Background: an optimization exercise with open tools, aiming at small area, a short achievable clock period and few clock cycles per item. Do not read the settings as production practice. Function was not checked in any run shown here: the RTL went through the layout flow alone. No activity file was given, so power comes from the tool's default toggle rates.

<file path="flow/design.v">
`timescale 1ns / 1ps
`default_nettype none
package bgpr_pkg;
  localparam int COLUMNS = 128;
  localparam int SMP_W   = 8;
  localparam int COL_W   = 7;
  localparam int ROW_W   = 2;
  localparam int CNT_W   = 8;
  localparam logic [1:0] OP_CLEAR = 2'd0;
  localparam logic [1:0] OP_LOAD  = 2'd1;
  localparam logic [1:0] OP_READ  = 2'd2;
  localparam logic [1:0] OP_NONE  = 2'd3;
  localparam logic [SMP_W-1:0] FULL_SCALE_RST = 8'd75;
  localparam int FIFO_D = 8;
  localparam int OUT_SLOTS = FIFO_D + 1;
endpackage
`default_nettype wire
`timescale 1ns / 1ps
`default_nettype none
module bgpr_front (
  input  wire logic        clk,
  input  wire logic        wr,        
  input  wire logic [7:0]  wdata,
  input  wire logic [7:0]  sel_hi,    
  input  wire logic [15:0] sel_lo,    
  output logic [7:0]       rdata
);
  logic [7:0] ring [128];
  always_ff @(posedge clk) begin
    ring[0] <= wr ? wdata : ring[127];
    for (int i = 1; i < 128; i++) ring[i] <= ring[i-1];
  end
  logic [7:0] grp [8];
  always_comb begin
    for (int g = 0; g < 8; g++) begin
      grp[g] = '0;
      for (int j = 0; j < 16; j++) grp[g] = grp[g] | (ring[16*g+j] & {8{sel_lo[j]}});
    end
    rdata = '0;
    for (int g = 0; g < 8; g++) rdata = rdata | (grp[g] & {8{sel_hi[g]}});
  end
endmodule
`default_nettype wire
`timescale 1ns / 1ps
`default_nettype none
module bgpr_queue (
  input  wire logic clk,
  input  wire logic rst,
  input  wire logic push,
  input  wire logic [3:0] push_code,
  input  wire logic pop,
  output logic [3:0] head,
  output logic      empty
);
  localparam int D = bgpr_pkg::FIFO_D;
  logic [3:0] entries [D];
  logic [D-1:0] fill;
  assign empty = !fill[0];
  always_comb begin
    head = '0;
    for (int i = 0; i < D; i++) begin
      if (fill[i] && (i == D - 1 || !fill[(i + 1) % D])) head = head | entries[i];
    end
  end
  always_ff @(posedge clk) begin
    if (rst) begin
      fill <= '0;
    end else if (push && !pop) begin
      fill <= {fill[D-2:0], 1'b1};
    end else if (pop && !push) begin
      fill <= {1'b0, fill[D-1:1]};
    end
  end
  always_ff @(posedge clk) begin
    if (push) begin
      entries[0] <= push_code;
      for (int i = 1; i < D; i++) entries[i] <= entries[i-1];
    end
  end
endmodule
`default_nettype wire
`timescale 1ns / 1ps
`default_nettype none
module bgpr_back (
  input  wire logic       clk,
  input  wire logic       rst,
  input  wire logic [7:0] floor_value,
  input  wire logic [7:0] s,            
  input  wire logic       in_valid,
  input  wire logic [7:0] in_x,         
  input  wire logic [1:0] in_row,
  output logic [5:0]      vv,           
  output logic            out_valid,
  output logic [3:0]      out_code,     
  output logic [7:0]      out_byte,     
  output logic            out_sv
);
  function automatic logic [8:0] nstep(input logic [8:0] p, input logic [7:0] sv);
    nstep = {p[7:0], ~p[8]} + ({1'b0, sv} ^ {9{~p[8]}});
  endfunction
  logic       v3;
  logic [7:0] x3;
  logic [1:0] row3;
  always_ff @(posedge clk) begin
    if (rst) v3 <= 1'b0;
    else     v3 <= in_valid;
    x3   <= in_x;
    row3 <= in_row;
  end
  logic [8:0] diff3;
  logic [7:0] d3;
  assign diff3 = {1'b0, x3} - {1'b0, floor_value};
  assign d3    = diff3[8] ? 8'd0 : diff3[7:0];
  logic       v4;
  logic [7:0] r4;
  logic [1:0] row4;
  always_ff @(posedge clk) begin
    if (rst) v4 <= 1'b0;
    else     v4 <= v3;
    r4   <= d3;
    row4 <= row3;
  end
  logic [8:0] st4;
  logic       q5_4;
  assign st4  = nstep({1'b0, r4}, s);
  assign q5_4 = r4 >= s;
  logic       v5;
  logic [1:0] q54_5;
  logic [8:0] r5;
  logic [1:0] row5;
  always_ff @(posedge clk) begin
    if (rst) v5 <= 1'b0;
    else     v5 <= v4;
    r5    <= st4;
    q54_5 <= {q5_4, ~st4[8]};
    row5  <= row4;
  end
  logic [8:0] st5;
  assign st5 = nstep(r5, s);
  logic       v6;
  logic [2:0] q53_6;
  logic [8:0] r6;
  logic [1:0] row6;
  always_ff @(posedge clk) begin
    if (rst) v6 <= 1'b0;
    else     v6 <= v5;
    r6    <= st5;
    q53_6 <= {q54_5, ~st5[8]};
    row6  <= row5;
  end
  logic [8:0] st6;
  logic       full6, zero6;
  assign st6   = nstep(r6, s);
  assign full6 = q53_6[2] || q53_6[1:0] > ~row6;
  assign zero6 = !q53_6[2] && q53_6[1:0] < ~row6;
  logic       v7, full7, zero7, q2_7;
  logic [8:0] r7;
  always_ff @(posedge clk) begin
    if (rst) v7 <= 1'b0;
    else     v7 <= v6;
    r7    <= st6;
    full7 <= full6;
    zero7 <= zero6;
    q2_7  <= ~st6[8];
  end
  logic [8:0] st7;
  assign st7 = nstep(r7, s);
  logic       v8, full8, zero8;
  logic [1:0] q21_8;
  logic [8:0] r8;
  always_ff @(posedge clk) begin
    if (rst) v8 <= 1'b0;
    else     v8 <= v7;
    r8    <= st7;
    full8 <= full7;
    zero8 <= zero7;
    q21_8 <= {q2_7, ~st7[8]};
  end
  logic [8:0] st8;
  assign st8 = nstep(r8, s);
  assign out_valid = v8;
  logic q0_8;
  assign q0_8      = ~st8[8];
  assign out_sv    = s != 8'd0;
  assign out_code  = !out_sv ? 4'd15 :
                     full8   ? 4'd8  :
                     zero8   ? 4'd0  : {1'b0, q21_8, q0_8};
  always_comb begin
    for (int i = 0; i < 8; i++) begin
      out_byte[7 - i] = out_sv && !zero8 &&
                        (full8 || 2 * int'(q21_8) > i || (2 * int'(q21_8) == i && q0_8));
    end
  end
  assign vv        = {v8, v7, v6, v5, v4, v3};
endmodule
`default_nettype wire
`timescale 1ns / 1ps
`default_nettype none
module bar_graph_page_renderer_unit (
  input  wire logic  clk,
  input  wire logic  rst,
  input  wire logic         items_valid,
  output logic              items_ready,
  input  wire logic [1:0]   items_operation,
  input  wire logic [7:0]   items_sample,
  input  wire logic [1:0]   items_row,
  input  wire logic [6:0]   items_column,
  input  wire logic         cfg_valid,
  output logic              cfg_ready,
  input  wire logic [1:0]   cfg_index,
  input  wire logic [7:0]   cfg_data,
  output logic              results_valid,
  input  wire logic         results_ready,
  output logic [7:0]        results_pixel_byte,
  output logic              results_scale_valid
);
  logic [7:0] floor_value;
  logic [7:0] full_scale;
  logic [7:0] n;           
  logic [6:0] a1;          
  logic [6:0] gap;         
  logic [7:0] peak;
  logic       pk_v;
  logic       pk_clr;
  logic [7:0] pk_smp;
  logic       pk2_v;
  logic       pk2_clr;
  logic       pk2_above;
  logic [7:0] pk2_span;
  logic [7:0] s_use;
  logic        v2;
  logic [7:0]  sel_hi;
  logic [15:0] sel_lo;
  logic [1:0]  row2;
  logic       ready_q;
  logic [bgpr_pkg::OUT_SLOTS-1:0] outstanding;   
  logic in_acc;
  assign in_acc      = items_valid && ready_q;
  assign items_ready = ready_q;
  assign cfg_ready   = 1'b1;
  logic ld, clr, rd, ld_do;
  assign ld    = in_acc && items_operation == bgpr_pkg::OP_LOAD;
  assign clr   = in_acc && items_operation == bgpr_pkg::OP_CLEAR;
  assign rd    = in_acc && items_operation == bgpr_pkg::OP_READ;
  assign ld_do = ld && !n[7];
  logic [7:0] n_nxt;
  logic [6:0] gap_nxt;
  assign n_nxt   = clr ? 8'd0 : ld_do ? n + 8'd1 : n;
  assign gap_nxt = ld_do ? 7'd0 : gap - 7'd1;
  logic [5:0] vv;         
  logic       busy;       
  logic       pk_apply;
  assign busy     = v2 || (vv != '0);
  assign pk_apply = pk_v && !busy;
  always_ff @(posedge clk) begin
    if (rst) begin
      floor_value <= '0;
      full_scale  <= bgpr_pkg::FULL_SCALE_RST;
      n           <= '0;
      peak        <= '0;
      pk_v        <= 1'b0;
      pk2_v       <= 1'b0;
    end else begin
      if (cfg_valid) begin
        if (cfg_index == 2'd0) floor_value <= cfg_data;
        if (cfg_index == 2'd1) full_scale  <= cfg_data;
      end
      n <= n_nxt;
      pk2_v <= pk_apply;
      if (pk2_v) begin
        if (pk2_clr) begin
          peak <= '0;
        end else if (pk2_above && pk2_span > peak) begin
          peak <= pk2_span;
        end
      end
      if (clr || ld_do) begin
        pk_v <= 1'b1;
      end else if (pk_apply) begin
        pk_v <= 1'b0;
      end
    end
    if (clr || ld_do) begin
      pk_clr <= clr;
      pk_smp <= items_sample;
    end
    pk2_clr   <= pk_clr;
    pk2_above <= pk_smp > floor_value;
    pk2_span  <= pk_smp - floor_value;
    gap    <= gap_nxt;
    a1     <= (ld_do && n == 8'd0) ? 7'd1 : a1 + 7'd1;
    s_use  <= (full_scale != '0) ? full_scale : peak;
  end
  logic [6:0] place;
  logic       draw;
  assign place = a1 - items_column;
  assign draw  = {1'b0, items_column} < n;
  always_ff @(posedge clk) begin
    if (rst) v2 <= 1'b0;
    else     v2 <= rd;
    for (int i = 0; i < 8; i++)  sel_hi[i] <= draw && place[6:4] == 3'(i);
    for (int i = 0; i < 16; i++) sel_lo[i] <= place[3:0] == 4'(i);
    row2 <= items_row;
  end
  logic [7:0] rdata;
  bgpr_front u_front (
    .clk    (clk),
    .wr     (ld_do),
    .wdata  (items_sample),
    .sel_hi (sel_hi),
    .sel_lo (sel_lo),
    .rdata  (rdata)
  );
  logic       v_res;
  logic [3:0] code_res;
  logic [7:0] byte_res;
  logic       sv_res;
  bgpr_back u_back (
    .clk         (clk),
    .rst         (rst),
    .floor_value (floor_value),
    .s           (s_use),
    .in_valid    (v2),
    .in_x        (rdata),
    .in_row      (row2),
    .vv          (vv),
    .out_valid   (v_res),
    .out_code    (code_res),
    .out_byte    (byte_res),
    .out_sv      (sv_res)
  );
  logic       out_valid;
  logic [7:0] out_byte;
  logic       out_sv;
  logic       out_free;
  logic       f_push, f_pop, f_empty;
  logic [3:0] f_head;
  assign out_free  = !out_valid || results_ready;
  assign f_pop     = out_free && !f_empty;
  assign f_push    = v_res && (!out_free || !f_empty);
  bgpr_queue u_queue (
    .clk       (clk),
    .rst       (rst),
    .push      (f_push),
    .push_code (code_res),
    .pop       (f_pop),
    .head      (f_head),
    .empty     (f_empty)
  );
  always_ff @(posedge clk) begin
    if (rst) begin
      out_valid <= 1'b0;
    end else if (out_free) begin
      out_valid <= !f_empty || v_res;
    end
    if (out_free) begin
      if (f_empty) begin
        out_sv   <= sv_res;
        out_byte <= byte_res;
      end else begin
        out_sv   <= f_head != 4'd15;
        out_byte <= (f_head == 4'd15) ? 8'd0 : ~(8'hFF >> f_head);
      end
    end
  end
  assign results_valid       = out_valid;
  assign results_pixel_byte  = out_byte;
  assign results_scale_valid = out_sv;
  logic       res_out, credit_nxt;
  logic       z_nxt;
  logic       pk_v_nxt;
  logic       busy_nxt;
  assign res_out    = out_valid && results_ready;
  assign credit_nxt = (rd && !res_out) ? !outstanding[bgpr_pkg::OUT_SLOTS-2] :
                      (res_out && !rd) ? 1'b1 : !outstanding[bgpr_pkg::OUT_SLOTS-1];
  assign z_nxt      = ld_do || gap == 7'd1 || clr || (n == 8'd0 && !ld_do) ||
                      n[7] || (ld_do && n == 8'd127);
  assign pk_v_nxt   = clr || ld_do || (pk_v && busy);
  assign busy_nxt   = rd || v2 || (vv[4:0] != '0);
  always_ff @(posedge clk) begin
    if (rst) begin
      outstanding <= '0;
      ready_q     <= 1'b1;
    end else begin
      if (rd && !res_out) begin
        outstanding <= {outstanding[bgpr_pkg::OUT_SLOTS-2:0], 1'b1};
      end else if (res_out && !rd) begin
        outstanding <= {1'b0, outstanding[bgpr_pkg::OUT_SLOTS-1:1]};
      end
      ready_q <= z_nxt && !(pk_v_nxt && busy_nxt) && credit_nxt;
    end
  end
endmodule
`default_nettype wire
</file>
<file path="flow/run.sh">
#!/bin/bash
# synth_recipe.tcl (not shown) runs the flow's synth.tcl, then flattens the netlist and writes it again
# the make line also repeats each setting of config.mk as NAME=value (left out here)
make -C /OpenROAD-flow-scripts/flow DESIGN_CONFIG=/design/flow/config.mk WORK_HOME=/design/flow/orfs CLKGATE_MAP_FILE= SYNTH_SCRIPT=/design/flow/synth_recipe.tcl finish
</file>
<file path="flow/config.mk">
export PLATFORM = sky130hd
export DESIGN_NAME = bar_graph_page_renderer_unit
export DESIGN_NICKNAME = bar_graph_page_renderer_unit
export VERILOG_FILES = /design/flow/design.v
export SDC_FILE = /design/flow/constraint.sdc
export NUM_CORES = 4
export LEC_CHECK = 0
export CAP_MARGIN = 20
export CORE_MARGIN = 2
export CORE_UTILIZATION = 40
export CTS_BUF_LIST = sky130_fd_sc_hd__clkbuf_16
export CTS_CLUSTER_DIAMETER = 70
export CTS_CLUSTER_SIZE = 25
export SETUP_SLACK_MARGIN = 2.5
export SLEW_MARGIN = 20
</file>
<file path="flow/constraint.sdc">
create_clock -name core_clock -period 5.0 [get_ports {clk}]
set_input_delay 1.0000 -clock core_clock [delete_from_list [all_inputs] [get_ports {clk}]]
set_output_delay 1.0000 -clock core_clock [all_outputs]
set_load 0.01 [all_outputs]
</file>
==> results of run 1 <==
## stage by stage
stage               instances  setup slack [ps]  util [%]  hold slack (ps)  power, mW
detailed placement       3945              1640      42.4              314       15.6
CTS                      4025              2480      44.3              332       21.0
global route             4031              2470      44.5              340       21.8
finish                   4031              2500      44.5              332       20.9
floorplan                2827              2350         -              310       13.8
global placement         3945              1700      42.4              318       15.5
## cell usage after synthesis, drive strengths merged (8+ instances only)
cell type	instances	area (sq um)
a22oi	34	255
o21a	8	60.1
a21oi	49	245
nor2	147	552
o21ai	23	115
xnor2	69	604
xor2	24	210
or3	8	50.1
clkbuf	108	418
or2	10	62.6
a22o	274	2400
a21o	27	203
buf	42	165
a221oi	256	2240
inv	73	274
nand2b	8	50.1
mux2i	19	190
dfxtp	1214	24300
nand2	40	158
mux2	8	90.1
nand4	80	515
edfxtp	50	1500
nor3	35	175
a211oi	9	67.6
nor2b	27	189
ha	92	1150
nand3	13	70.1
## report_power, final
group          switching, mW  internal [mW]
registers              0.955           10.7
clock network           3.16           2.31
logic                   2.36           1.43
total                   6.48           14.4
## routing by layer
metal	wire length, microns	part of all wire [%]	up-vias
li1	-	-	10412
met1	40900	45	11336
met2	42700	47	627
met3	4340	4.8	168
met4	2510	2.8	0
met5	0	0	-
## path summary, 6_finish.rpt
path / cells after the start / startpoint / end
setup / recovery: 5 / sel_lo[9] / u_back.x3[2]
hold / removal: 0 / u_back.q54_5[0] / u_back.q53_6[1]
setup reg to reg: 5 / sel_lo[9] / u_back.x3[2]
hold reg to reg: 0 / u_back.q54_5[0] / u_back.q53_6[1]
## worst max-delay path, cell delays in order (launching register included)
cell and delay [ps]:
dfxtp_2 650, buf_12 370, a221oi_1 330, nand4_1 160, a22oi_2 340, nand4_1 360
## repair_timing
item	4_1_cts	5_1_grt
setup buffers	0	6
gates resized for setup	25	29
hold buffers	0	0
cloned	1	0
endpoints found under the setup margin	38	29
pin swaps	2	8
## sequential cells by signal, indices dropped and copies added, names as in the netlist, 9 cells and up
| signal | flops |
|---|---|
| u_back.r8 | 9 |
| u_back.r6 | 9 |
| sel_lo | 16 |
| u_back.r7 | 9 |
| u_queue.entries | 32 |
| u_front.ring | 1024 |
| outstanding | 9 |
| u_back.r5 | 9 |
## final cells by class
type | instances | area [sq um] | share of cell area (%)
clock buffer | 61 | 1530 | 3.75
clock inverter | 18 | 216 | 0.531
inverter | 73 | 274 | 0.672
multi-input combinational | 1341 | 10500 | 25.9
sequential | 1264 | 25900 | 63.5
tap | 1186 | 1480 | 3.64
timing repair buffer | 88 | 845 | 2.07
## kinds of logic after synthesis
family          after synthesis  synth area share, %
flops                      1264                 69.6
fa+ha+maj                    99                 3.49
xor+xnor                     93                 2.20
compound gates              725                 16.1
other cells                   1               0.0101
buf+inv                     223                 2.31
simple gates                395                 5.50
mux                          27                0.756
==> summary.log, run 1 <==
[outcome] status timing/DRC/antenna clean
[yosys] Most used DFF post-synth dfxtp_1
[route] starting DRC count in detailed routing 1635
[floorplanning] Horiz. Die Dim 308 microns
[floorplanning] Die Footprint 95100 sq um
[yosys] async set-reset flop share out of synthesis 0%
[final_layout] Filler Cells Inserted 8190
[setup_path] kind of capture point of the worst setup path register
[route] Vias/cell 5.59
[clock_network] # clock sinks 1264
[setup_path] worst setup slack for register-to-register paths 2500 ps
[clock_network] clock latency (worst-skew pair) 660 ps
[final_layout] P&R area growth vs syn 9.99%
[route] final WL 90400 microns
[global_routing] met2 Resource Use GR 31.6%
[global_routing] vias in the first global route 23255
[place] instance area after placement 38800 sq um
[setup_path] startpoint types register
[yosys] portion of the post-synthesis area used by sequential elements 69.6%
[sta] Max Fclk 399 MHz
[sta] fin crit period 2500 ps
[final_layout] nets@finish 2961
[yosys] mean instance size in the synthesized netlist 13.1 sq um
[floorplanning] Die Height 308 microns
[yosys] count of unique library cells instantiated by Yosys 70
[global_routing] number of antenna violations at the first check in global routing 0
[sta] actual transition at the worst max-transition pin 1050 ps
[setup_path] Data required, critical path 5410 ps
[final_layout] most common cell after layout, fill and taps aside dfxtp_1
[power] ratio of total power to cell area 513 nW/um^2
[final_layout] antenna diode count 0
[floorplanning] number of core rows 111
[global_routing] Most Used Layer, Global Route met2
[place] port bufs 44
[global_routing] GRT Resource Usage Total 18.8%
[final_layout] area of all placed cells without fillers 40800 sq um
[clock_network] maximum number of buffers from clock root to sink 3
[floorplanning] starting density of the core 40.4%
[min_path] Hold WC Path Type register to register
[yosys] count of synthesis-stage warnings from yosys 7
[sta] setup repair after global routing missed its margin true
[sta] Setup TNS 0 ps
[setup_path] arrival time worst endpoint 2910 ps
[yosys] net count of the mapped netlist 2960
[route] first-pass detailed-route iteration total 7
[yosys] count of flip-flops with a built-in enable after synthesis 50
[global_routing] global-route met3 utilization 2.39%
[setup_path] kind of critical path register to register
[floorplanning] placeable core area 91700 sq um
[route] vias 22543
[yosys] Netlist Area Pre-Place 37100 sq um
[global_routing] largest net degree at the start of global routing 65
[clock_network] Max H-tree Level 2
[route] post-route antenna net violation count 0
[yosys] synthesized flop and latch total 1264
[route] Wirelength per Cell 22.4 microns
[floorplanning] number of top-level pins 46
[sta] Max Slew Vio Count 0
[sta] Clock Skew 29.4 ps
[clock_network] post-CTS clock slew at the launch and capture registers of the worst setup and hold paths 90 ps
[final_layout] fraction of final layout cells sized beyond drive strength 1 7.07%
[run] number of max-cap violations 0
[clock_network] cell chosen for the clock root clkbuf_16
[power] leakage power 15.5 nW
[sta] fin crit share 50.1%
[power] IR Drop Worst-Case VDD 0.000401 V
[clock_network] number of buffers created by CTS 60
[place] Detail Placement HPWL 55100 microns
[global_routing] total congestion overflow 0
[final_layout] leading cell types in the layout, fill and taps excluded 1190 x dfxtp_1, 274 x a22o_1, 256 x a221oi_1, 147 x nor2_1, 89 x ha_1
[sta] number of setup violations in the final report 0
[global_routing] first-pass GRT wire length 139000 microns
[yosys] cell count after synthesis 2827
[sta] number of hold violations in the final report 0
[place] Final GP Congestion 0.823
[clock_network] CTS tree yes
[route] final routed DRC violation total 0
[global_routing] met1 usage 25.0%
[setup_path] maximum fanout along the worst path 36
[sta] normalized max-slew margin 30.1%
==> inputs of run 2 (changes only) <==
--- a/flow/design.v
+++ b/flow/design.v
@@ -222,11 +222,8 @@
   logic [7:0] peak;
   logic       pk_v;
   logic       pk_clr;
-  logic [7:0] pk_smp;
-  logic       pk2_v;
-  logic       pk2_clr;
-  logic       pk2_above;
-  logic [7:0] pk2_span;
+  logic       pk_gt;
+  logic [7:0] pk_span;
   logic [7:0] s_use;
   logic        v2;
   logic [7:0]  sel_hi;
@@ -259,19 +256,17 @@
       n           <= '0;
       peak        <= '0;
       pk_v        <= 1'b0;
-      pk2_v       <= 1'b0;
     end else begin
       if (cfg_valid) begin
         if (cfg_index == 2'd0) floor_value <= cfg_data;
         if (cfg_index == 2'd1) full_scale  <= cfg_data;
       end
       n <= n_nxt;
-      pk2_v <= pk_apply;
-      if (pk2_v) begin
-        if (pk2_clr) begin
+      if (pk_apply) begin
+        if (pk_clr) begin
           peak <= '0;
-        end else if (pk2_above && pk2_span > peak) begin
-          peak <= pk2_span;
+        end else if (pk_gt && pk_span > peak) begin
+          peak <= pk_span;
         end
       end
       if (clr || ld_do) begin
@@ -281,25 +276,31 @@
       end
     end
     if (clr || ld_do) begin
-      pk_clr <= clr;
-      pk_smp <= items_sample;
+      pk_clr  <= clr;
+      pk_gt   <= items_sample > floor_value;
+      pk_span <= items_sample - floor_value;
     end
-    pk2_clr   <= pk_clr;
-    pk2_above <= pk_smp > floor_value;
-    pk2_span  <= pk_smp - floor_value;
     gap    <= gap_nxt;
     a1     <= (ld_do && n == 8'd0) ? 7'd1 : a1 + 7'd1;
     s_use  <= (full_scale != '0) ? full_scale : peak;
   end
-  logic [6:0] place;
+  logic [3:0] place_lo;
+  logic [2:0] place_hi0;
+  logic       borrow;
+  logic [7:0] hi_dec0;
   logic       draw;
-  assign place = a1 - items_column;
-  assign draw  = {1'b0, items_column} < n;
+  assign place_lo  = a1[3:0] - items_column[3:0];
+  assign place_hi0 = a1[6:4] - items_column[6:4];
+  assign borrow    = items_column[3:0] > a1[3:0];
+  assign draw      = {1'b0, items_column} < n;
+  always_comb begin
+    for (int i = 0; i < 8; i++) hi_dec0[i] = place_hi0 == 3'(i);
+  end
   always_ff @(posedge clk) begin
     if (rst) v2 <= 1'b0;
     else     v2 <= rd;
-    for (int i = 0; i < 8; i++)  sel_hi[i] <= draw && place[6:4] == 3'(i);
-    for (int i = 0; i < 16; i++) sel_lo[i] <= place[3:0] == 4'(i);
+    for (int i = 0; i < 8; i++)  sel_hi[i] <= draw && (borrow ? hi_dec0[(i + 1) % 8] : hi_dec0[i]);
+    for (int i = 0; i < 16; i++) sel_lo[i] <= place_lo == 4'(i);
     row2 <= items_row;
   end
   logic [7:0] rdata;
==> summary.log, run 2 <==
[outcome] status timing/DRC/antenna clean
[floorplanning] Die Height 308 microns [-0.13%]
[yosys] commonest cells in the netlist 1203 x dfxtp_1, 268 x a22o_1, 256 x a221oi_1, 140 x nor2_1, 91 x ha_1
[sta] number of setup violations in the final report 0 [unchanged]
[sta] Max Fclk 409 MHz [+2.4%]
[floorplanning] placeable core area 91700 sq um [unchanged]
[final_layout] registers with the most flip-flops u_front.ring: 1024 flops, u_queue.entries: 32 flops, sel_lo: 16 flops
[yosys] async set-reset flop share out of synthesis 0% [unchanged]
[place] instance area after placement 38600 sq um [-0.48%]
[yosys] share of the synthesized area in the top cell type 65.2% [-0.42 points]
[yosys] Netlist Area Pre-Place 37000 sq um [-0.26%]
[route] Wirelength per Cell 22.4 microns [about the same]
[yosys] synthesized flop and latch total 1254 [-0.79%]
[final_layout] leading cell types in the layout, fill and taps excluded 1178 x dfxtp_1, 268 x a22o_1, 256 x a221oi_1, 140 x nor2_1, 89 x ha_1
[route] final routed DRC violation total 0 [unchanged]
[final_layout] P&R area growth vs syn 9.80%
[global_routing] GRT Resource Usage Total 18.6% [-0.13 points]
[floorplanning] number of core rows 111 [unchanged]
[sta] fin crit period 2450 ps [-58.2 ps]
[power] IR Drop Worst-Case VDD 0.000345 V [-14%]
[setup_path] Data required, critical path 5460 ps [+50 ps]
[floorplanning] starting density of the core 40.3% [-0.11 points]
[clock_network] number of buffers created by CTS 61 [+1.7%]
[clock_network] post-CTS clock slew at the launch and capture registers of the worst setup and hold paths 90 ps [about the same]
[place] Final GP Congestion 0.842 [+2.4%]
[place] post-place setup slack 1800 ps [+154 ps]
[route] final WL 89800 microns [-0.69%]
[setup_path] crit path max-delay cell type dfxtp_4
[setup_path] kind of critical path register to register
[yosys] mean instance size in the synthesized netlist 13.1 sq um [+0.17%]
[yosys] net count of the mapped netlist 2948 [-0.41%]
[global_routing] vias in the first global route 23073 [-0.78%]
[final_layout] nets@finish 2932 [-0.98%]
[sta] Setup TNS 0 ps [unchanged]
[place] Detail Placement HPWL 55100 microns [about the same]
[setup_path] maximum fanout along the worst path 47 [+31%]
[setup_path] arrival time worst endpoint 2910 ps [about the same]
[floorplanning] Horiz. Die Dim 308 microns [-0.13%]
[global_routing] first-pass GRT wire length 138000 microns [-0.82%]
[setup_path] delay of the slowest critical-path stage 630 ps [-20 ps]
[setup_path] startpoint types register
[route] post-route antenna net violation count 0 [unchanged]
[yosys] top post-synthesis cells by area dfxtp_1 65%, a22o_1 6.4%, a221oi_1 6.1%
[yosys] portion of the post-synthesis area used by sequential elements 69.3% [-0.33 points]
[route] first-pass detailed-route iteration total 6 [-1]
[sta] worst path setup slack after routing 2550 ps [+58.2 ps]
[route] Vias/cell 5.59 [about the same]
[clock_network] cell chosen for the clock root clkbuf_16
[sta] normalized max-slew margin 34.1% [+3.9 points]
[clock_network] # clock sinks 1254 [-0.79%]
[clock_network] maximum number of buffers from clock root to sink 3 [unchanged]
[sta] Clock Skew 28.3 ps [-1.10 ps]
[sta] number of hold violations in the final report 0 [unchanged]
[sta] actual transition at the worst max-transition pin 989 ps [-59.2 ps]
[global_routing] total congestion overflow 0 [unchanged]
[floorplanning] Die Footprint 94800 sq um [-0.26%]
[yosys] count of unique library cells instantiated by Yosys 77 [+10%]
[place] port bufs 44 [unchanged]
[global_routing] number of antenna violations at the first check in global routing 1 [+1]
[setup_path] cell seen most often among critical-path stages nand4_1
[yosys] cell count after synthesis 2815 [-0.42%]
[clock_network] CTS tree yes
[run] number of max-cap violations 0 [unchanged]
[setup_path] kind of capture point of the worst setup path register
[route] starting DRC count in detailed routing 1794 [+9.7%]
[final_layout] area of all placed cells without fillers 40600 sq um [-0.43%]
[sta] fin crit share 48.9% [-1.2 points]
[floorplanning] number of top-level pins 46 [unchanged]
[setup_path] CP Cell Sequence buf_4, a22o_1, a221oi_1, nand4_1, a22oi_1, nand4_1
[yosys] cell taking the most area after synthesis dfxtp_1
[clock_network] hold buffers post-CTS 0 [unchanged]
[final_layout] most common cell after layout, fill and taps aside dfxtp_1
[final_layout] fraction of final layout cells sized beyond drive strength 1 6.74% [-0.33 points]
[final_layout] max reg flops 1024 [unchanged]
[power] leakage power 15.4 nW [-0.93%]
[sta] Max Slew Vio Count 0 [unchanged]
[sta] setup repair after global routing missed its margin false
[yosys] count of synthesis-stage warnings from yosys 7 [unchanged]
[clock_network] clock latency (worst-skew pair) 660 ps [about the same]
[yosys] count of flip-flops with a built-in enable after synthesis 51 [+2.0%]
[final_layout] register containing the most flip-flops in the final layout u_front.ring
[yosys] count leader, synth dfxtp_1
[yosys] Most used DFF post-synth dfxtp_1
[power] ratio of total power to cell area 519 nW/um^2 [+1.2%]
[sta] Post-Route Hold Slack 334 ps [+1.63 ps]
[clock_network] Max H-tree Level 2 [unchanged]
[min_path] Hold WC Path Type register to register
[route] vias 22394 [-0.66%]
[global_routing] largest net degree at the start of global routing 65 [unchanged]
[run 2: cell count changes in the layout (fill, tap and decap cells not counted), sizes merged, moves of 7 or more]
cell and delta:
buf -13, nand2 +7, xnor2 +10, dfxtp -11
[run 2: kinds of logic (layout without fill, tap and decap cells)]
kind of cell	Yosys count	count (layout)	synth area share (%)
compound gates	715	715	15.9
xor+xnor	99	99	2.35
fa+ha+maj	99	99	3.51
buf+inv	234	239	2.60
flops	1254	1254	69.3
mux	27	27	0.758
other cells	1	2	0.0101
simple gates	386	386	5.52
[run 2: per-layer routing]
metal	vias up	track usage [%]	share of wire (%)
met4	0	5.24	2.4
met3	148	2.60	5.4
met1	11246	24.7	44
met2	676	31.7	48
met5	-	0	0
li1	10324	-	-
[run 2: critical path: cells and delay by family, from the launching register on]
| kind | cells | cell delay [ps] |
|---|---|---|
| buffers and inverters | 1 | 390 |
| AO/OA/AOI/OAI | 3 | 740 |
| AND/OR/NAND/NOR | 2 | 470 |
| flip-flops | 1 | 630 |
[run 2: area by class of cell]
class / count / area [sq um]
inverter: 80 / 300
timing repair buffer: 75 / 781
tap: 1186 / 1480
clock buffer: 63 / 1580
antenna: 1 / 2.50
fill: 8136 / 51100
sequential: 1254 / 25700
clock inverter: 21 / 256
multi-input combinational: 1327 / 10500
[run 2: where the power goes]
group | total (mW) | switching, mW | internal, mW
Combinational | 3.91 | 2.47 | 1.44
Clock | 5.57 | 3.18 | 2.39
Sequential | 11.6 | 0.982 | 10.6
[run 2: what timing repair did]
| action | CTS | global route |
|---|---|---|
| gates resized for setup | 23 | 24 |
| pin swaps | 2 | 2 |
| buffers inserted | 0 | 0 |
| endpoints found under the setup margin | 20 | 18 |
[run 2: worst paths after layout]
kind,cells past startpoint,start,end,slack (ps)
setup / recovery,6,sel_lo[13],u_back.x3[6],2550
hold / removal,0,row2[0],u_back.row3[0],330
setup reg to reg,6,sel_lo[13],u_back.x3[6],2550
hold reg to reg,0,row2[0],u_back.row3[0],330
[run 2: stage by stage]
step	power (mW)	utilization, %	std cells
2_1_floorplan	13.9	-	2815
3_3_place_gp	15.6	42.2	3922
6_report	21.1	44.3	4007
3_5_place_dp	15.7	42.2	3922
4_1_cts	21.1	44.2	4006
5_1_grt	21.9	44.3	4006
==> inputs of run 3 (changes only) <==
--- a/flow/config.mk
+++ b/flow/config.mk
@@ -11,5 +11,5 @@
 export CTS_BUF_LIST = sky130_fd_sc_hd__clkbuf_16
 export CTS_CLUSTER_DIAMETER = 70
 export CTS_CLUSTER_SIZE = 25
-export SETUP_SLACK_MARGIN = 2.5
+export SETUP_SLACK_MARGIN = 2.7
 export SLEW_MARGIN = 20
==> summary.log, run 3 <==
[yosys] cell count after synthesis 2815 [unchanged]
[min_path] Min-Delay Path Depth 0 [unchanged]
[setup_path] Data required, critical path 5420 ps [-40 ps]
[clock_network] maximum number of buffers from clock root to sink 3 [unchanged]
[sta] fin crit period 2300 ps [-148 ps]
[sta] normalized max-slew margin 35.9% [+1.8 points]
[yosys] multiplexer share of the synthesized area 0.758% [unchanged]
[setup_path] cell seen most often among critical-path stages nand4_1
[sta] Post-Route Hold Slack 328 ps [-5.93 ps]
[clock_network] cell chosen for the clock root clkbuf_16
[floorplanning] Horiz. Die Dim 308 microns [unchanged]
[setup_path] maximum fanout along the worst path 35 [-26%]
[yosys] count of synthesis-stage warnings from yosys 7 [unchanged]
[sta] Max Slew Vio Count 0 [unchanged]
[setup_path] arrival time worst endpoint 2720 ps [-190 ps]
[setup_path] worst reg2reg endpoint u_back.x3[5]
[yosys] top post-synthesis cells by area dfxtp_1 65%, a22o_1 6.4%, a221oi_1 6.1%
[setup_path] kind of capture point of the worst setup path register
[sta] setup repair after global routing missed its margin true
[floorplanning] number of core rows 111 [unchanged]
[clock_network] number of buffers created by CTS 60 [-1.6%]
[setup_path] crit path launch sel_lo[7]
[route] post-route antenna net violation count 0 [unchanged]
[yosys] count of unique library cells instantiated by Yosys 77 [unchanged]
[clock_network] # clock sinks 1254 [unchanged]
[power] leakage power 15.5 nW [+1.2%]
[yosys] commonest cells in the netlist 1203 x dfxtp_1, 268 x a22o_1, 256 x a221oi_1, 140 x nor2_1, 91 x ha_1
[place] port bufs 44 [unchanged]
[yosys] synthesized flop and latch total 1254 [unchanged]
[route] final WL 91700 microns [+2.1%]
[setup_path] crit path max-delay cell type dfxtp_2
[place] number of cells in the design after placement 3919 [-0.076%]
[final_layout] register containing the most flip-flops in the final layout u_front.ring
[yosys] share of the synthesized area in the top cell type 65.2% [unchanged]
[yosys] count leader, synth dfxtp_1
[global_routing] total congestion overflow 0 [unchanged]
[sta] Max Fclk 435 MHz [+6.5%]
[yosys] Most used DFF post-synth dfxtp_1
[power] IR Drop Worst-Case VDD 0.000328 V [-4.9%]
[yosys] mean instance size in the synthesized netlist 13.1 sq um [unchanged]
[final_layout] post-layout instance count excluding filler cells 4032 [+0.62%]
[power] ratio of total power to cell area 525 nW/um^2 [+1.0%]
[setup_path] CP Cell Sequence buf_6, a221oi_1, nand4_1, a22oi_2, nand4_1
[power] sum of internal, switching and leakage power 21.5 mW [+2.3%]
[place] instance area after placement 38700 sq um [about the same]
[setup_path] Top delay family on crit path compound AO/OA/AOI/OAI gates
[sta] number of setup violations in the final report 0 [unchanged]
[floorplanning] Die Footprint 94800 sq um [unchanged]
[final_layout] max reg flops 1024 [unchanged]
[setup_path] worst setup slack for register-to-register paths 2700 ps [+150 ps]
[floorplanning] starting density of the core 40.3% [unchanged]
[clock_network] CTS tree yes
[place] Final GP Congestion 0.840 [-0.30%]
[yosys] Netlist Area Pre-Place 37000 sq um [unchanged]
[yosys] portion of the post-synthesis area used by sequential elements 69.3% [unchanged]
[sta] Clock Skew 26.8 ps [-1.54 ps]
[yosys] area fraction in and, or, nand and nor cells after synthesis 5.52% [unchanged]
[final_layout] area of all placed cells without fillers 41100 sq um [+1.2%]
[setup_path] worst path bufs/invs 1 [unchanged]
[setup_path] delay of the slowest critical-path stage 440 ps [-190 ps]
[floorplanning] Die Height 308 microns [unchanged]
[yosys] compound-cell area share of the yosys netlist 15.9% [unchanged]
[sta] actual transition at the worst max-transition pin 961 ps [-28.0 ps]
[global_routing] vias in the first global route 23217 [+0.62%]
[route] vias 22483 [+0.40%]
[route] starting DRC count in detailed routing 1526 [-15%]
[clock_network] Max H-tree Level 2 [unchanged]
[min_path] sink of the worst hold path u_back.q53_6[2]
[global_routing] largest net degree at the start of global routing 51 [-22%]
[yosys] net count of the mapped netlist 2948 [unchanged]
[yosys] adder and majority gate portion of the synthesized area 3.51% [unchanged]
[final_layout] P&R area growth vs syn 11.1%
[min_path] Worst Min Path Start u_back.q54_5[1]
[clock_network] clock latency (worst-skew pair) 690 ps [+30 ps]
[floorplanning] number of top-level pins 46 [unchanged]
[place] Detail Placement HPWL 53900 microns [-2.1%]
[route] Wirelength per Cell 22.7 microns [+1.5%]
[route] first-pass detailed-route iteration total 5 [-1]
[final_layout] leading cell types in the layout, fill and taps excluded 1172 x dfxtp_1, 268 x a22o_1, 256 x a221oi_1, 140 x nor2_1, 83 x ha_1
[global_routing] GRT Resource Usage Total 18.8% [+0.20 points]
[route] final routed DRC violation total 0 [unchanged]
[final_layout] fraction of final layout cells sized beyond drive strength 1 9.63% [+2.9 points]
[run] number of max-cap violations 0 [unchanged]
[yosys] cell taking the most area after synthesis dfxtp_1
[final_layout] Filler Cells Inserted 8051 [-1.0%]
[setup_path] kind of critical path register to register
[sta] fin crit share 45.9% [-3.0 points]
[yosys] async set-reset flop share out of synthesis 0% [unchanged]
[setup_path] startpoint of the lowest-slack register-to-register path sel_lo[7]
[final_layout] most common cell after layout, fill and taps aside dfxtp_1
[sta] number of hold violations in the final report 0 [unchanged]
[min_path] Hold WC Path Type register to register
[yosys] xor/xnor cell area share of the yosys netlist 2.35% [unchanged]
[setup_path] startpoint types register
[route] Vias/cell 5.58 [-0.23%]
[clock_network] post-CTS clock slew at the launch and capture registers of the worst setup and hold paths 100 ps [about the same]
[final_layout] registers with the most flip-flops u_front.ring: 1024 flops, u_queue.entries: 32 flops, sel_lo: 16 flops
[outcome] status timing/DRC/antenna clean
[floorplanning] placeable core area 91700 sq um [unchanged]
[yosys] count of flip-flops with a built-in enable after synthesis 51 [unchanged]
[final_layout] nets@finish 2959 [+0.92%]
[global_routing] first-pass GRT wire length 139000 microns [+0.75%]
[setup_path] FF-to-FF path depth 5 [-1]
[yosys] largest family of logic cells by synthesized area compound AO/OA/AOI/OAI gates
[sta] Setup TNS 0 ps [unchanged]
[global_routing] number of antenna violations at the first check in global routing 2 [+1]
run 3: changes by cell type in the layout (fill, tap and decap cells not counted), moves of 4 or more:
cell | previous run | this run
fa_1 | 7 | 2
fa_2 | 1 | 6
dlygate4sd2_1 | 11 | 1
dfxtp_1 | 1178 | 1172
buf_4 | 19 | 37
buf_16 | 0 | 4
inv_1 | 84 | 79
dfxtp_4 | 13 | 20
ha_1 | 89 | 83
buf_2 | 1 | 11
run 3: worst max path at each step:
stage                      end  cells after the start  slack [ps]
6_report          u_back.x3[5]                      5        2700
5_1_grt            out_byte[5]                      8        2610
4_1_cts          results_valid                      1        2630
3_5_place_dp        pk_span[6]                     10        1630
3_3_place_gp        pk_span[6]                     10        1670
2_1_floorplan  u_queue.fill[2]                      7        2270
run 3: what timing repair did:
action | 4_1_cts | 5_1_grt
endpoints found under the setup margin | 52 | 45
pin swaps | 9 | 17
hold buffers | 0 | 0
setup buffers | 14 | 16
gates resized for setup | 100 | 44
cloned | 0 | 1
run 3: stage by stage:
stage                     setup slack (ps)  utilization (%)
after global placement                1670             42.2
after global routing                  2610             44.8
after detailed placement              1630             42.2
after floorplan                       2270                -
after CTS                             2630             44.4
final                                 2700             44.8
run 3: metal layers:
metal  GRT usage (%)  up-vias  share of wire, %
li1                -    10364                 -
met1            24.8    11330                44
met2            31.9      625                48
met3            2.89      164               5.1
met4            5.72        0               3.0
met5               0        -                 0
run 3: cell families (layout without fill, tap and decap cells):
kind of cell    Yosys count  in the layout
fa+ha+maj                99             99
compound gates          715            715
flops                  1254           1254
other cells               1              3
buf+inv                 234            263
simple gates            386            386
xor+xnor                 99             99
mux                      27             27
run 3: report_power, final:
part	internal [mW]	switching [mW]	total [mW]
Sequential	10.6	0.810	11.4
Combinational	1.75	2.93	4.68
Clock	2.29	3.16	5.45
Total	14.6	6.90	21.5
run 3: area by class of cell:
class                   instances  area, sq um  area share [%]
repair buffers                103         1090            2.65
flip-flops and latches       1254        25700            62.6
clock buffers                  60         1500            3.66
diodes                          2         5.00          0.0122
well taps                    1186         1480            3.61
multi-input cells            1327        10700            26.1
inverters                      80          313           0.762
clock inverters                20          250           0.609
==> inputs of run 4 (changes only) <==
--- a/flow/design.v
+++ b/flow/design.v
@@ -21,8 +21,9 @@
   input  wire logic        clk,
   input  wire logic        wr,        
   input  wire logic [7:0]  wdata,
-  input  wire logic [7:0]  sel_hi,    
-  input  wire logic [15:0] sel_lo,    
+  input  wire logic [3:0]  sel_hi,    
+  input  wire logic [15:0] sel_lo0,   
+  input  wire logic [15:0] sel_lo1,   
   output logic [7:0]       rdata
 );
   logic [7:0] ring [128];
@@ -34,10 +35,11 @@
   always_comb begin
     for (int g = 0; g < 8; g++) begin
       grp[g] = '0;
-      for (int j = 0; j < 16; j++) grp[g] = grp[g] | (ring[16*g+j] & {8{sel_lo[j]}});
+      for (int j = 0; j < 16; j++)
+        grp[g] = grp[g] | (ring[16*g+j] & {8{(g < 4) ? sel_lo0[j] : sel_lo1[j]}});
     end
     rdata = '0;
-    for (int g = 0; g < 8; g++) rdata = rdata | (grp[g] & {8{sel_hi[g]}});
+    for (int g = 0; g < 8; g++) rdata = rdata | (grp[g] & {8{sel_hi[g % 4]}});
   end
 endmodule
 `default_nettype wire
@@ -222,12 +224,16 @@
   logic [7:0] peak;
   logic       pk_v;
   logic       pk_clr;
-  logic       pk_gt;
-  logic [7:0] pk_span;
+  logic [7:0] pk_smp;
+  logic       pk2_v;
+  logic       pk2_clr;
+  logic       pk2_above;
+  logic [7:0] pk2_span;
   logic [7:0] s_use;
   logic        v2;
-  logic [7:0]  sel_hi;
-  logic [15:0] sel_lo;
+  logic [3:0]  sel_hi;
+  logic [15:0] sel_lo0;
+  logic [15:0] sel_lo1;
   logic [1:0]  row2;
   logic       ready_q;
   logic [bgpr_pkg::OUT_SLOTS-1:0] outstanding;   
@@ -256,17 +262,19 @@
       n           <= '0;
       peak        <= '0;
       pk_v        <= 1'b0;
+      pk2_v       <= 1'b0;
     end else begin
       if (cfg_valid) begin
         if (cfg_index == 2'd0) floor_value <= cfg_data;
         if (cfg_index == 2'd1) full_scale  <= cfg_data;
       end
       n <= n_nxt;
-      if (pk_apply) begin
-        if (pk_clr) begin
+      pk2_v <= pk_apply;
+      if (pk2_v) begin
+        if (pk2_clr) begin
           peak <= '0;
-        end else if (pk_gt && pk_span > peak) begin
-          peak <= pk_span;
+        end else if (pk2_above && pk2_span > peak) begin
+          peak <= pk2_span;
         end
       end
       if (clr || ld_do) begin
@@ -276,31 +284,34 @@
       end
     end
     if (clr || ld_do) begin
-      pk_clr  <= clr;
-      pk_gt   <= items_sample > floor_value;
-      pk_span <= items_sample - floor_value;
+      pk_clr <= clr;
+      pk_smp <= items_sample;
     end
+    pk2_clr   <= pk_clr;
+    pk2_above <= pk_smp > floor_value;
+    pk2_span  <= pk_smp - floor_value;
     gap    <= gap_nxt;
     a1     <= (ld_do && n == 8'd0) ? 7'd1 : a1 + 7'd1;
     s_use  <= (full_scale != '0) ? full_scale : peak;
   end
   logic [3:0] place_lo;
   logic [2:0] place_hi0;
+  logic [2:0] place_hi1;
+  logic [2:0] place_hi;
   logic       borrow;
-  logic [7:0] hi_dec0;
   logic       draw;
   assign place_lo  = a1[3:0] - items_column[3:0];
   assign place_hi0 = a1[6:4] - items_column[6:4];
+  assign place_hi1 = place_hi0 - 3'd1;
   assign borrow    = items_column[3:0] > a1[3:0];
+  assign place_hi  = borrow ? place_hi1 : place_hi0;
   assign draw      = {1'b0, items_column} < n;
-  always_comb begin
-    for (int i = 0; i < 8; i++) hi_dec0[i] = place_hi0 == 3'(i);
-  end
   always_ff @(posedge clk) begin
     if (rst) v2 <= 1'b0;
     else     v2 <= rd;
-    for (int i = 0; i < 8; i++)  sel_hi[i] <= draw && (borrow ? hi_dec0[(i + 1) % 8] : hi_dec0[i]);
-    for (int i = 0; i < 16; i++) sel_lo[i] <= place_lo == 4'(i);
+    for (int i = 0; i < 4; i++)  sel_hi[i] <= place_hi[1:0] == 2'(i);
+    for (int i = 0; i < 16; i++) sel_lo0[i] <= draw && !place_hi[2] && place_lo == 4'(i);
+    for (int i = 0; i < 16; i++) sel_lo1[i] <= draw && place_hi[2] && place_lo == 4'(i);
     row2 <= items_row;
   end
   logic [7:0] rdata;
@@ -309,7 +320,8 @@
     .wr     (ld_do),
     .wdata  (items_sample),
     .sel_hi (sel_hi),
-    .sel_lo (sel_lo),
+    .sel_lo0 (sel_lo0),
+    .sel_lo1 (sel_lo1),
     .rdata  (rdata)
   );
   logic       v_res;
--- a/flow/config.mk
+++ b/flow/config.mk
@@ -11,5 +11,5 @@
 export CTS_BUF_LIST = sky130_fd_sc_hd__clkbuf_16
 export CTS_CLUSTER_DIAMETER = 70
 export CTS_CLUSTER_SIZE = 25
-export SETUP_SLACK_MARGIN = 2.7
+export SETUP_SLACK_MARGIN = 2.5
 export SLEW_MARGIN = 20
==> summary.log, run 4 <==
[power] Net Sw Frac 28.1% [-3.9 points]
[sta] normalized max-slew margin 21.7% [-14 points]
[power] ratio of total power to cell area 486 nW/um^2 [-7.4%]
[setup_path] CP Cell Sequence buf_4, a22oi_1, nand4_1, o41ai_2, nand4_1
[yosys] count of synthesis-stage warnings from yosys 7 [unchanged]
[clock_network] cell chosen for the clock root clkbuf_16
[run] number of max-cap violations 0 [unchanged]
[clock_network] number of buffers created by CTS 59 [-1.7%]
[global_routing] total congestion overflow 0 [unchanged]
[sta] Max Slew Vio Count 0 [unchanged]
[yosys] cell taking the most area after synthesis dfxtp_1
[setup_path] cell seen most often among critical-path stages nand4_1
[yosys] cell count after synthesis 2893 [+2.8%]
[yosys] synthesized flop and latch total 1276 [+1.8%]
[min_path] Hold WC Path Type register to register
[clock_network] post-CTS clock slew at the launch and capture registers of the worst setup and hold paths 100 ps [about the same]
[sta] number of setup violations in the final report 0 [unchanged]
[yosys] count of unique library cells instantiated by Yosys 66 [-14%]
[setup_path] arrival time worst endpoint 2850 ps [+130 ps]
[sta] Setup TNS 0 ps [unchanged]
[yosys] mean instance size in the synthesized netlist 12.8 sq um [-2.6%]
[final_layout] register containing the most flip-flops in the final layout u_front.ring
[power] sw power 5.58 mW [-19%]
[final_layout] P&R area growth vs syn 10.5%
[power] leakage power 15.3 nW [-1.7%]
[route] post-route antenna net violation count 0 [unchanged]
[yosys] top post-synthesis cells by area dfxtp_1 66%, a22oi_1 10%, edfxtp_1 4.1%
[final_layout] most common cell after layout, fill and taps aside dfxtp_1
[setup_path] maximum fanout along the worst path 22 [-37%]
[setup_path] worst reg2reg endpoint u_back.x3[4]
[yosys] count leader, synth dfxtp_1
[yosys] Netlist Area Pre-Place 37000 sq um [+0.11%]
[setup_path] delay of the slowest critical-path stage 510 ps [+70 ps]
[route] final routed DRC violation total 0 [unchanged]
[route] Wirelength per Cell 25.1 microns [+10%]
[outcome] status timing/DRC/antenna clean
[final_layout] area of all placed cells without fillers 40900 sq um [-0.49%]
[yosys] Most used DFF post-synth dfxtp_1
[sta] Clock Skew 79.1 ps [+52.3 ps]
[yosys] portion of the post-synthesis area used by sequential elements 70.4% [+1.1 points]
[power] Gate power share 16.4% [-5.3 points]
[power] IR Drop Worst-Case VDD 0.000310 V [-5.4%]
[final_layout] nets@finish 3059 [+3.4%]
[min_path] Worst Min Path Start u_front.ring[35][5]
[route] vias 23543 [+4.7%]
[clock_network] clock latency (worst-skew pair) 710 ps [+20 ps]
[setup_path] FF-to-FF path depth 5 [unchanged]
[setup_path] Data required, critical path 5380 ps [-40 ps]
[setup_path] Top delay family on crit path compound AO/OA/AOI/OAI gates
[route] final WL 104000 microns [+13%]
[global_routing] GRT Resource Usage Total 21.5% [+2.7 points]
[floorplanning] number of core rows 111 [unchanged]
[power] register share of total power 56.7% [+3.7 points]
[place] instance area after placement 39000 sq um [+0.87%]
[place] port bufs 44 [unchanged]
[power] sum of internal, switching and leakage power 19.8 mW [-7.9%]
[final_layout] antenna diode count 0 [-2]
[yosys] count of flip-flops with a built-in enable after synthesis 50 [-2.0%]
[clock_network] Max H-tree Level 2 [unchanged]
[global_routing] met2 Resource Use GR 36.1% [+4.2 points]
[route] starting DRC count in detailed routing 2200 [+44%]
[global_routing] number of antenna violations at the first check in global routing 3 [+1]
[yosys] net count of the mapped netlist 3027 [+2.7%]
[global_routing] vias in the first global route 23859 [+2.8%]
[setup_path] startpoint types register
[yosys] async set-reset flop share out of synthesis 0% [unchanged]
[clock_network] hold buffers post-CTS 0 [unchanged]
[global_routing] first-pass GRT wire length 154000 microns [+10%]
[setup_path] worst path bufs/invs 1 [unchanged]
[clock_network] maximum number of buffers from clock root to sink 3 [unchanged]
[place] Detail Placement HPWL 65200 microns [+21%]
[setup_path] startpoint of the lowest-slack register-to-register path sel_lo1[2]
[sta] fin crit share 49.4% [+3.4 points]
[clock_network] CTS tree yes
[floorplanning] number of top-level pins 46 [unchanged]
[floorplanning] Die Footprint 94900 sq um [+0.11%]
[route] first-pass detailed-route iteration total 5 [unchanged]
[final_layout] final core utilization 44.6% [-0.22 points]
[yosys] share of the synthesized area in the top cell type 66.3% [+1.2 points]
[yosys] commonest cells in the netlist 1226 x dfxtp_1, 516 x a22oi_1, 168 x nor2_1, 143 x nand4_1, 121 x clkbuf_1
[global_routing] met1 usage 28.2% [+3.4 points]
[sta] setup repair after global routing missed its margin true
[route] Vias/cell 5.71 [+2.3%]
[floorplanning] Horiz. Die Dim 308 microns [about the same]
[min_path] Min-Delay Path Depth 0 [unchanged]
[floorplanning] placeable core area 91700 sq um [unchanged]
[setup_path] kind of critical path register to register
[final_layout] Filler Cells Inserted 8272 [+2.7%]
[min_path] sink of the worst hold path u_front.ring[36][5]
[final_layout] fraction of final layout cells sized beyond drive strength 1 8.06% [-1.6 points]
[global_routing] Most Used Layer, Global Route met2
[sta] Max Fclk 405 MHz [-6.9%]
[global_routing] largest net degree at the start of global routing 34 [-33%]
[sta] number of hold violations in the final report 0 [unchanged]
[floorplanning] Die Height 308 microns [about the same]
[final_layout] leading cell types in the layout, fill and taps excluded 1186 x dfxtp_1, 516 x a22oi_1, 164 x nor2_1, 143 x nand4_1, 88 x ha_1
[final_layout] registers with the most flip-flops u_front.ring: 1024 flops, u_queue.entries: 32 flops
[sta] fin crit period 2470 ps [+171 ps]
[global_routing] global-route met3 utilization 2.97% [+0.076 points]
[sta] actual transition at the worst max-transition pin 1170 ps [+213 ps]
[power] part of the power in the clock network 27.0% [+1.7 points]
[final_layout] max reg flops 1024 [unchanged]
[power] internal power summed over all cells 14.3 mW [-2.6%]
[clock_network] # clock sinks 1276 [+1.8%]
[setup_path] worst setup slack for register-to-register paths 2530 ps [-170 ps]
[place] Final GP Congestion 0.864 [+2.9%]
[setup_path] crit path max-delay cell type dfxtp_2
[floorplanning] starting density of the core 40.4% [+0.044 points]
[setup_path] kind of capture point of the worst setup path register
[run 4: changes by cell type in the layout (fill, tap and decap cells not counted), sizes merged, moves of 23 or more]
cell and change:
a221oi -256, a22o -249, a22oi +483, dfxtp +23, nand4 +63, nor2 +27
o41ai +32
[run 4: timing repair]
| item | CTS | global route |
|---|---|---|
| gates cloned | 0 | 1 |
| pin swaps | 4 | 13 |
| endpoints found under the setup margin | 67 | 50 |
| gates resized for setup | 33 | 28 |
| buffers inserted | 1 | 2 |
| endpoints found under the hold margin | 0 | 0 |
[run 4: how the worst max path moves through the flow]
stage	from	end	slack, ps	depth (start not counted)
6_report	sel_lo1[2]	u_back.x3[4]	2530	5
3_3_place_gp	items_valid	u_front.ring[0][4]	1700	5
2_1_floorplan	items_column[0]	sel_lo1[14]	2410	9
3_5_place_dp	items_valid	ready_q	1660	7
4_1_cts	u_back.r6[8]	u_back.q2_7	2490	9
5_1_grt	s_use[0]	u_back.q21_8[0]	2500	9
[run 4: final cells by class]
type / instances / area, sq um / share of cell area, %
clock inverter: 17 / 194 / 0.475
tap: 1186 / 1480 / 3.63
inverter: 75 / 282 / 0.689
sequential: 1276 / 26100 / 63.9
clock buffer: 59 / 1480 / 3.61
multi-input combinational: 1411 / 10400 / 25.5
timing repair buffer: 102 / 871 / 2.13
[run 4: metal layers]
metal  part of all wire, %  vias up
met2                    47     1001
li1                      -    10579
met5                     0        -
met4                   3.8        0
met3                   6.4      240
met1                    42    11723
[run 4: kinds of logic after synthesis]
| logic type | share of synthesized area (%) |
|---|---|
| DFF | 70.4 |
| AOI/OAI and AO/OA | 14.4 |
| and+or+nand+nor | 6.37 |
| buffers and inverters | 2.14 |
| adders and majority gates | 3.54 |
| xor gates and xnor gates | 2.32 |
| muxes | 0.758 |
| other | 0.0101 |
[run 4: power by group through the flow]
stage / Clock (mW) / Sequential, mW / Combinational [mW]
3_3_place_gp: 0 / 11.5 / 3.01
2_1_floorplan: 0 / 11.1 / 2.26
4_1_cts: 5.43 / 11.2 / 3.15
3_5_place_dp: 0 / 11.5 / 3.11
5_1_grt: 5.80 / 11.3 / 3.56
6_report: 5.35 / 11.2 / 3.25
[run 4: per-stage QoR]
step / instances / hold WS [ps] / setup slack, ps
after floorplan: 2893 / 310 / 2410
after global routing: 4126 / 309 / 2500
after global placement: 4046 / 315 / 1700
final: 4126 / 303 / 2530
after detailed placement: 4046 / 313 / 1660
after CTS: 4123 / 309 / 2490
==> inputs of run 5 (changes only) <==
--- a/flow/config.mk
+++ b/flow/config.mk
@@ -11,5 +11,5 @@
 export CTS_BUF_LIST = sky130_fd_sc_hd__clkbuf_16
 export CTS_CLUSTER_DIAMETER = 70
 export CTS_CLUSTER_SIZE = 25
-export SETUP_SLACK_MARGIN = 2.5
+export SETUP_SLACK_MARGIN = 2.7
 export SLEW_MARGIN = 20
==> summary.log, run 5 <==
[yosys] share of the synthesized area in the top cell type 66.3% [unchanged]
[yosys] cell count after synthesis 2893 [unchanged]
[yosys] count of unique library cells instantiated by Yosys 66 [unchanged]
[final_layout] max reg flops 1024 [unchanged]
[final_layout] post-layout instance count excluding filler cells 4130 [+0.097%]
[yosys] area fraction in and, or, nand and nor cells after synthesis 6.37% [unchanged]
[floorplanning] Horiz. Die Dim 308 microns [unchanged]
[setup_path] Data required, critical path 5470 ps [+90 ps]
[sta] fin crit share 46.9% [-2.5 points]
[setup_path] kind of capture point of the worst setup path register
[sta] Clock Skew 31.9 ps [-47.2 ps]
[yosys] Most used DFF post-synth dfxtp_1
[setup_path] CP Cell Sequence buf_6, a22oi_1, nand4_1, o41ai_1, nand4_1
[setup_path] Top delay family on crit path compound AO/OA/AOI/OAI gates
[sta] number of setup violations in the final report 0 [unchanged]
[sta] Max Slew Vio Count 0 [unchanged]
[place] instance area after placement 38900 sq um [-0.31%]
[setup_path] crit path launch sel_lo1[11]
[power] sum of internal, switching and leakage power 20.2 mW [+2.0%]
[floorplanning] Die Footprint 94900 sq um [unchanged]
[yosys] largest family of logic cells by synthesized area compound AO/OA/AOI/OAI gates
[place] Detail Placement HPWL 62200 microns [-4.5%]
[place] Final GP Congestion 0.859 [-0.58%]
[clock_network] clock latency (worst-skew pair) 680 ps [-30 ps]
[yosys] adder and majority gate portion of the synthesized area 3.54% [unchanged]
[yosys] multiplexer share of the synthesized area 0.758% [unchanged]
[final_layout] register containing the most flip-flops in the final layout u_front.ring
[yosys] count of synthesis-stage warnings from yosys 7 [unchanged]
[sta] actual transition at the worst max-transition pin 1170 ps [-0.0210 ps]
[run] number of max-cap violations 0 [unchanged]
[setup_path] crit path max-delay cell type o41ai_1
[setup_path] delay of the slowest critical-path stage 600 ps [+90 ps]
[setup_path] worst setup path endpoint u_back.x3[0]
[yosys] mean instance size in the synthesized netlist 12.8 sq um [unchanged]
[floorplanning] number of top-level pins 46 [unchanged]
[setup_path] startpoint of the lowest-slack register-to-register path sel_lo1[11]
[yosys] cell taking the most area after synthesis dfxtp_1
[sta] setup repair after global routing missed its margin true
[setup_path] worst path bufs/invs 1 [unchanged]
[final_layout] leading cell types in the layout, fill and taps excluded 1178 x dfxtp_1, 516 x a22oi_1, 161 x nor2_1, 143 x nand4_1, 81 x ha_1
[final_layout] antenna diode count 0 [unchanged]
[final_layout] Filler Cells Inserted 8181 [-1.1%]
[final_layout] nets@finish 3062 [+0.098%]
[sta] number of hold violations in the final report 0 [unchanged]
[yosys] synthesized flop and latch total 1276 [unchanged]
[final_layout] Storage cell area 26200 sq um [+0.20%]
[setup_path] arrival time worst endpoint 2810 ps [-40 ps]
[yosys] Netlist Area Pre-Place 37000 sq um [unchanged]
[final_layout] combined area of the multi-input logic cells 10700 sq um [+2.4%]
[route] final routed DRC violation total 0 [unchanged]
[place] post-place setup slack 1620 ps [-38.9 ps]
[yosys] xor/xnor cell area share of the yosys netlist 2.32% [unchanged]
[setup_path] kind of critical path register to register
[power] ratio of total power to cell area 491 nW/um^2 [+1.0%]
[clock_network] post-CTS clock slew at the launch and capture registers of the worst setup and hold paths 100 ps [about the same]
[min_path] Hold WC Path Type register to register
[setup_path] FF-to-FF path depth 5 [unchanged]
[final_layout] registers with the most flip-flops u_front.ring: 1024 flops, u_queue.entries: 32 flops
[setup_path] maximum fanout along the worst path 18 [-18%]
[route] Vias/cell 5.69 [-0.28%]
[final_layout] fraction of final layout cells sized beyond drive strength 1 10.3% [+2.2 points]
[yosys] top post-synthesis cells by area dfxtp_1 66%, a22oi_1 10%, edfxtp_1 4.1%
[final_layout] area of all placed cells without fillers 41300 sq um [+0.95%]
[route] final WL 102000 microns [-1.1%]
[global_routing] total congestion overflow 0 [unchanged]
[final_layout] most common cell after layout, fill and taps aside dfxtp_1
[yosys] compound-cell area share of the yosys netlist 14.4% [unchanged]
[setup_path] cell seen most often among critical-path stages nand4_1
[sta] fin crit period 2340 ps [-125 ps]
[sta] normalized max-slew margin 21.7% [about the same]
[clock_network] number of buffers created by CTS 60 [+1.7%]
[clock_network] Max H-tree Level 2 [unchanged]
[clock_network] CTS tree yes
[route] starting DRC count in detailed routing 2429 [+10%]
[global_routing] vias in the first global route 23748 [-0.47%]
[sta] worst path setup slack after routing 2660 ps [+125 ps]
[route] Wirelength per Cell 24.8 microns [-1.2%]
[setup_path] number of gates on the worst path with buffers counted 5 [unchanged]
[clock_network] cell chosen for the clock root clkbuf_16
[yosys] count of flip-flops with a built-in enable after synthesis 50 [unchanged]
[yosys] net count of the mapped netlist 3027 [unchanged]
[setup_path] worst setup slack for register-to-register paths 2660 ps [+130 ps]
[clock_network] hold buffers post-CTS 0 [unchanged]
[power] leakage power 15.4 nW [+0.59%]
[global_routing] number of antenna violations at the first check in global routing 3 [unchanged]
[outcome] status timing/DRC/antenna clean
[yosys] portion of the post-synthesis area used by sequential elements 70.4% [unchanged]
[floorplanning] Die Height 308 microns [unchanged]
[route] first-pass detailed-route iteration total 5 [unchanged]
[global_routing] first-pass GRT wire length 151000 microns [-1.6%]
[route] vias 23499 [-0.19%]
[floorplanning] starting density of the core 40.4% [unchanged]
[global_routing] largest net degree at the start of global routing 49 [+44%]
[clock_network] maximum number of buffers from clock root to sink 3 [unchanged]
[floorplanning] number of core rows 111 [unchanged]
[route] post-route antenna net violation count 0 [unchanged]
[place] number of cells in the design after placement 4026 [-0.49%]
[setup_path] worst reg2reg endpoint u_back.x3[0]
[yosys] count leader, synth dfxtp_1
[global_routing] GRT Resource Usage Total 21.1% [-0.45 points]
[floorplanning] placeable core area 91700 sq um [unchanged]
[setup_path] startpoint types register
[sta] Max Fclk 427 MHz [+5.3%]
[power] IR Drop Worst-Case VDD 0.000381 V [+23%]
[yosys] commonest cells in the netlist 1226 x dfxtp_1, 516 x a22oi_1, 168 x nor2_1, 143 x nand4_1, 121 x clkbuf_1
[yosys] async set-reset flop share out of synthesis 0% [unchanged]
[final_layout] P&R area growth vs syn 11.5%
[clock_network] # clock sinks 1276 [unchanged]
[sta] Setup TNS 0 ps [unchanged]
[place] port bufs 44 [unchanged]
[min_path] Worst Min Path Start u_back.full7
[run 5: how the worst min path moves through the flow]
stage	end	cells past startpoint
floorplan	u_back.full8	0
detailed placement	u_back.full8	0
CTS	u_back.full8	0
global placement	u_back.full8	0
global route	u_back.full8	0
finish	u_back.full8	0
[run 5: timing repair]
| item | 4_1_cts | 5_1_grt |
|---|---|---|
| pin swaps | 12 | 18 |
| gates resized for setup | 112 | 62 |
| setup endpoints to repair | 94 | 75 |
| hold endpoints to repair | 0 | 0 |
| setup buffers | 14 | 11 |
| gates cloned | 1 | 0 |
[run 5: cell families (layout without fill, tap and decap cells)]
group | count (synthesis) | count (layout)
buffers and inverters | 207 | 257
AOI/OAI and AO/OA | 724 | 725
adders and majority gates | 100 | 100
xor gates and xnor gates | 98 | 98
and+or+nand+nor | 460 | 460
muxes | 27 | 27
other | 1 | 1
DFF | 1276 | 1276
[run 5: layer usage]
| metal | routed length, microns | vias up | GRT usage (%) |
|---|---|---|---|
| li1 | - | 10578 | - |
| met1 | 43800 | 11666 | 28.1 |
| met2 | 47300 | 1006 | 34.5 |
| met3 | 7290 | 247 | 3.19 |
| met4 | 4050 | 2 | 8.26 |
| met5 | 11 | - | 0 |
[run 5: area by class of cell]
class                   count  area share [%]
clock buffers              60            3.64
multi-input cells        1411            25.9
clock inverters            18           0.519
flip-flops and latches   1276            63.4
inverters                  75           0.691
repair buffers            104            2.19
well taps                1186            3.60
[run 5: through the flow]
step / utilization [%] / hold slack [ps]
after floorplan: - / 310
after global placement: 42.4 / 312
after detailed placement: 42.4 / 313
after CTS: 44.6 / 322
after global routing: 45.0 / 326
final: 45.0 / 321
[run 5: power by group]
part / switching, mW / internal, mW / leakage [nW] / total [mW]
registers: 0.594 / 10.7 / 10.4 / 11.3
clock network: 3.17 / 2.27 / 0.850 / 5.44
logic: 1.95 / 1.52 / 4.07 / 3.46

==> port drivers added, routing unchanged <==
The flow's constraints put no driver on any port. The routed layouts listed below were extracted and timed again, unchanged, in two steps.
Step 1 sets driving cells, clkbuf_16 on the clock port and buf_2 on the other inputs (assumed; they add their load-dependent delay and slew).
Step 2 adds t to the input delays and takes it off the output delays; t is the mean of the earliest and latest rising clock arrival at the registers after step 1. Input paths then give back, and output paths get back, about the clock's delay inside the block.
Slacks: no drivers / after step 1 / after step 2; pairs: no drivers / after step 1.
run | t, ns | setup slack, ns | worst setup path at the end | worst data-port slew with drivers (ns)
run 1 | 0.720 | 2.496 / 2.496 / 1.932 | input to register | 0.07
run 2 | 0.717 | 2.554 / 2.554 / 1.911 | input to register | 0.10
run 3 | 0.740 | 2.703 / 2.694 / 2.093 | input to register | 0.11
run 4 | 0.742 | 2.532 / 2.532 / 1.894 | input to register | 0.10
run 5 | 0.730 | 2.657 / 2.657 / 2.015 | input to register | 0.04
After both steps every run listed still meets setup and hold. The setup slack of run 2, which loses most, moves by 0.000 ns with the drivers and by -0.643 ns with both steps.
